Context: an optimization exercise on an open-source flow, tuned for small area, a short achievable clock period and few clock cycles per item. The choices shown serve that exercise and are no tape-out recipe.
Function was checked by simulation only, so behaviour that the tests miss may differ from the original.
Power and IR drop assume default switching activity.

Setup of job 7432:
==> flow/design.v (excerpt) <==
module terminal_line_editor #(
   parameter int LINE_CAP = 64
) (
   input  logic        clock,
   input  logic        reset,
   input  logic        req_tvalid,
   output logic        req_tready,
   input  logic [7:0]  req_tdata,    
   output logic        rsp_tvalid,
   input  logic        rsp_tready,
   output logic [31:0] rsp_tdata,    
   output logic        rsp_tlast,
   output logic        rsp_tuser     
);
   logic       a_v, b_v;
   logic [7:0] a_d, b_d, a_src;
   logic       cons, a_load;
   logic       a_print, a_bs, a_etb, a_nak, a_enter, a_tilde;
   logic [1:0] a_kc;               
   logic       s_sp;
   assign req_tready = !b_v;
   assign a_src  = b_v ? b_d : req_tdata;
   assign a_load = cons || !a_v;
   assign s_sp   = a_src[6:0] == 7'h20;
   always_ff @(posedge clock) begin
      if (reset) begin
         a_v <= 1'b0;
         b_v <= 1'b0;
      end else begin
         if (a_load) a_v <= b_v || req_tvalid;
         if (a_load) b_v <= 1'b0;
         else if (req_tvalid) b_v <= 1'b1;
      end
      if (a_load) begin
         a_d     <= a_src;
         a_print <= a_src >= 8'h20 && a_src <= 8'h7E;
         a_bs    <= a_src == 8'h08 || a_src == 8'h7F;
         a_etb   <= a_src == 8'h17;
         a_nak   <= a_src == 8'h15;
         a_enter <= a_src == 8'h0A || a_src == 8'h0D;
         a_tilde <= a_src == 8'h7E;
         a_kc    <= (a_src[6] & a_src[5]) ? 2'b00 : s_sp ? 2'b11 : a_src[6:5];
      end
      if (!a_load && !b_v) b_d <= req_tdata;
   end
   logic m_norm, m_emit, m_killw, m_killu;
   logic m_norm_in, m_emit_in, m_killw_in, m_killu_in;
   logic ph_idle, ph_esc, ph_csi, ph_ss3, ph_num1, ph_num2;
   logic ph_idle_in, ph_esc_in, ph_csi_in, ph_ss3_in, ph_num1_in, ph_num2_in;
   logic [3:0] seq_ff, seq_in;     
   logic [6:0] len_ff, len_in, cur_ff, cur_in, cnt_ff, cnt_in;
   logic [6:0] curn_ff;            
   logic       ov_ff, ov_in;
   logic [2:0] okind_ff, okind_in;
   logic [6:0] ochar_ff, ochar_in;
   logic       olast_ff, olast_in, ord_ff, ord_in;
   logic       op_ins, op_dc, op_dcm1, op_d0;
   logic       adv, go;
   logic [LINE_CAP*7-1:0] cells;      
   logic [6:0]            c0;
   logic [6:0]            kcode;
   logic [LINE_CAP:0]     ge;         
   logic [LINE_CAP-1:0]   sel_above, sel_below, sel_key;
  ...
For scale: about 29000 µm² of cells after synthesis.
Settings: LEC_CHECK=0, CAP_MARGIN=20, CORE_MARGIN=2, CORE_UTILIZATION=60, PLACE_DENSITY=0.7, SETUP_SLACK_MARGIN=4.15, SLEW_MARGIN=35; clock period 7.0 ns.
run.sh (not shown) runs the stock make flow with config.mk's settings and CLKGATE_MAP_FILE= SYNTH_SCRIPT=/design/flow/synth_recipe.tcl, a recipe that flattens the netlist after the stock synthesis.
Testbench counts of job 7432, summed over its fixed seeds: cycles 34,671, keys 24,000.
Input changes introduced in job 2986 (baseline for comparison: job 7432):
Settings: swapping 0.7 for 0.65 in PLACE_DENSITY; swapping 4.15 for 4.1 in SETUP_SLACK_MARGIN; swapping 60 for 55 in CORE_UTILIZATION.
--- outcome ---
Taking job 7432 as the reference point, the final instance area of job 2986 falls by 1.2%.
The run with more setup slack is job 2986; job 7432 has less.
Fraction of cell area in non-clock buffers ended up 0.84 points lower on job 2986 than on job 7432.
The higher power share of the clock group of job 7432 and job 2986 is in job 2986.
Diff job 7432..job 2986 | register area | negligible
Compared job 2986 against job 7432; final setup violation count within noise.
Switching power share of the total for job 2986 is higher than for job 7432.
Post-route clock period utilization was higher in the run labelled job 7432.
| highest clock rate | higher: job 2986 |
Routed wire in job 2986 totals less than in job 7432.
Compared with job 7432, job 2986 shows a synthesis-to-layout area growth that is 1.4 points lower.
Relative to job 2986, the following input files were edited for job 3527:
Settings: changing SLEW_MARGIN from 35 to 50.
Notes after the runs:
- Changes observed in job 3527 relative to job 2986: overall power has increased, maximum fanout encountered on the critical timing path went down by 2, relative area change from synthesis to final layout saw an increase, sequential power shows no meaningful change, count of cell types in the netlist essentially unchanged.
- Relative contribution of combinational cells to total power delta (job 2986 -> job 3527): insignificant
- Fmax: job 3527 lower than job 2986
- Changes observed in job 3527 relative to job 2986: core utilization went up 0.18 points, placed cell count held.
- Diff job 3527..job 2986 | number of tap cells inserted | unchanged
- Total via count after detailed routing delta (job 3527 -> job 2986): insignificant
diff inputs: job 3527 => job 8894
Settings: swapping 4.1 for 4.25 in SETUP_SLACK_MARGIN; swapping 50 for 35 in SLEW_MARGIN.
==> results.txt <==
Per the comparison of job 8894 with job 3527, relative area change from synthesis to final layout rose by 4.8 points, worst path setup slack after routing rose by 0.12 ns. Delta (job 8894 minus job 3527): total power draw saw an increase; share of power burned in combinational logic now larger.
Edits applied to the flow inputs when going from job 8894 to job 1866:
Settings: swapping 55 for 65 in CORE_UTILIZATION; swapping 0.65 for 0.75 in PLACE_DENSITY; swapping 4.25 for 4.1 in SETUP_SLACK_MARGIN.
==> results.txt <==
Job 1866 went all the way through the flow, and no timing, DRC or antenna check failed.
Summary of job 1866 over job 8894: end-of-flow core utilization saw an increase, initial antenna violation count has decreased, final critical path time including I/O delays and setup moved up, global-route track usage on met2 went up.
Job 1866 and job 8894 ended up with roughly the same hold slack.
When job 1866 is set beside job 8894, its overall power turns out to be 3.0% smaller.
Cmp job 1866 vs job 8894: starting density of the core higher in job 1866
From job 8894 to job 1866 the numbers moved as follows: setup slack now smaller; maximum operating frequency now smaller.

---

run a:
terminal_line_editor again, from the RTL that the note above started with.
Settings: LEC_CHECK=0, CAP_MARGIN=20, CORE_MARGIN=2, CORE_UTILIZATION=55, PLACE_DENSITY=0.65, SETUP_SLACK_MARGIN=4.0, SLEW_MARGIN=20; clock period 7.0 ns.
Run a went all the way through synthesis, placement and routing and the layout is clean on timing, DRC and antenna.
Testbench counts of run a, summed over its fixed seeds: cycles 34,671, keys 24,000.
--- input diff run a..run b ---
- CORE_UTILIZATION now 60, was 55
- SETUP_SLACK_MARGIN now 4.1, was 4.0
- SLEW_MARGIN now 35, was 20
- PLACE_DENSITY now 0.7, was 0.65
Findings:
Run b: all stages complete, timing, DRC and antenna checks passed
In the metrics for run a and run b, the one carrying the higher worst hold slack is run a.
For clock distribution area overhead in the final layout, run b and run a come out practically identical.
Diff run a -> run b: via count climbed 2.4%; total power per unit cell area climbed 0.69%; delay of the slowest cell on the worst path climbed 0.07 ns; all-layer global routing usage climbed 3.2 points.
Taking run a as the reference, in run b post-detailed-route wirelength per cell went up by about 3%, clock group share of total power went up by 0.2 points.

==> afterwards: timing with drivers on the ports <==
No port has a modelled driver above. Below, the same layouts with a new extraction and two added sets of constraints.
Step 1: set_driving_cell puts a clkbuf_16 on clock and a buf_2 on each other input, an assumption about the parent block.
Step 2 moves the port delays by t, midway between the first and last clock arrival at a register: inputs arrive t later, outputs are due t later. That takes back most of the time a late clock gives input paths.
Slacks: no drivers / after step 1 / after step 2; pairs: no drivers / after step 1.
run | t (ns) | setup WS [ns] | hold WS [ns] | worst setup path at the end | pins driven straight from the clock port
job 7432 | 0.681 | 4.073 / 4.075 / 3.431 | 0.461 / 0.461 / 0.461 | input to register | 1
job 2986 | 0.688 | 4.085 / 4.084 / 3.500 | 0.458 / 0.458 / 0.458 | input to register | 1
job 3527 | 0.694 | 4.025 / 4.056 / 3.362 | 0.478 / 0.478 / 0.478 | input to register | 1
job 8894 | 0.714 | 4.143 / 4.143 / 3.593 | 0.458 / 0.458 / 0.458 | input to register | 1
job 1866 | 0.679 | 3.997 / 3.997 / 3.439 | 0.457 / 0.457 / 0.457 | input to register | 1
run a | 0.678 | 3.915 / 3.915 / 3.566 | 0.465 / 0.465 / 0.465 | input to register | 1
run b | 0.679 | 4.116 / 4.075 / 3.506 | 0.450 / 0.450 / 0.450 | input to register | 1
After both steps every run listed still meets setup and hold. For job 3527, which loses most, drivers alone change the setup slack by +0.031 ns; drivers and shift together by -0.663 ns.
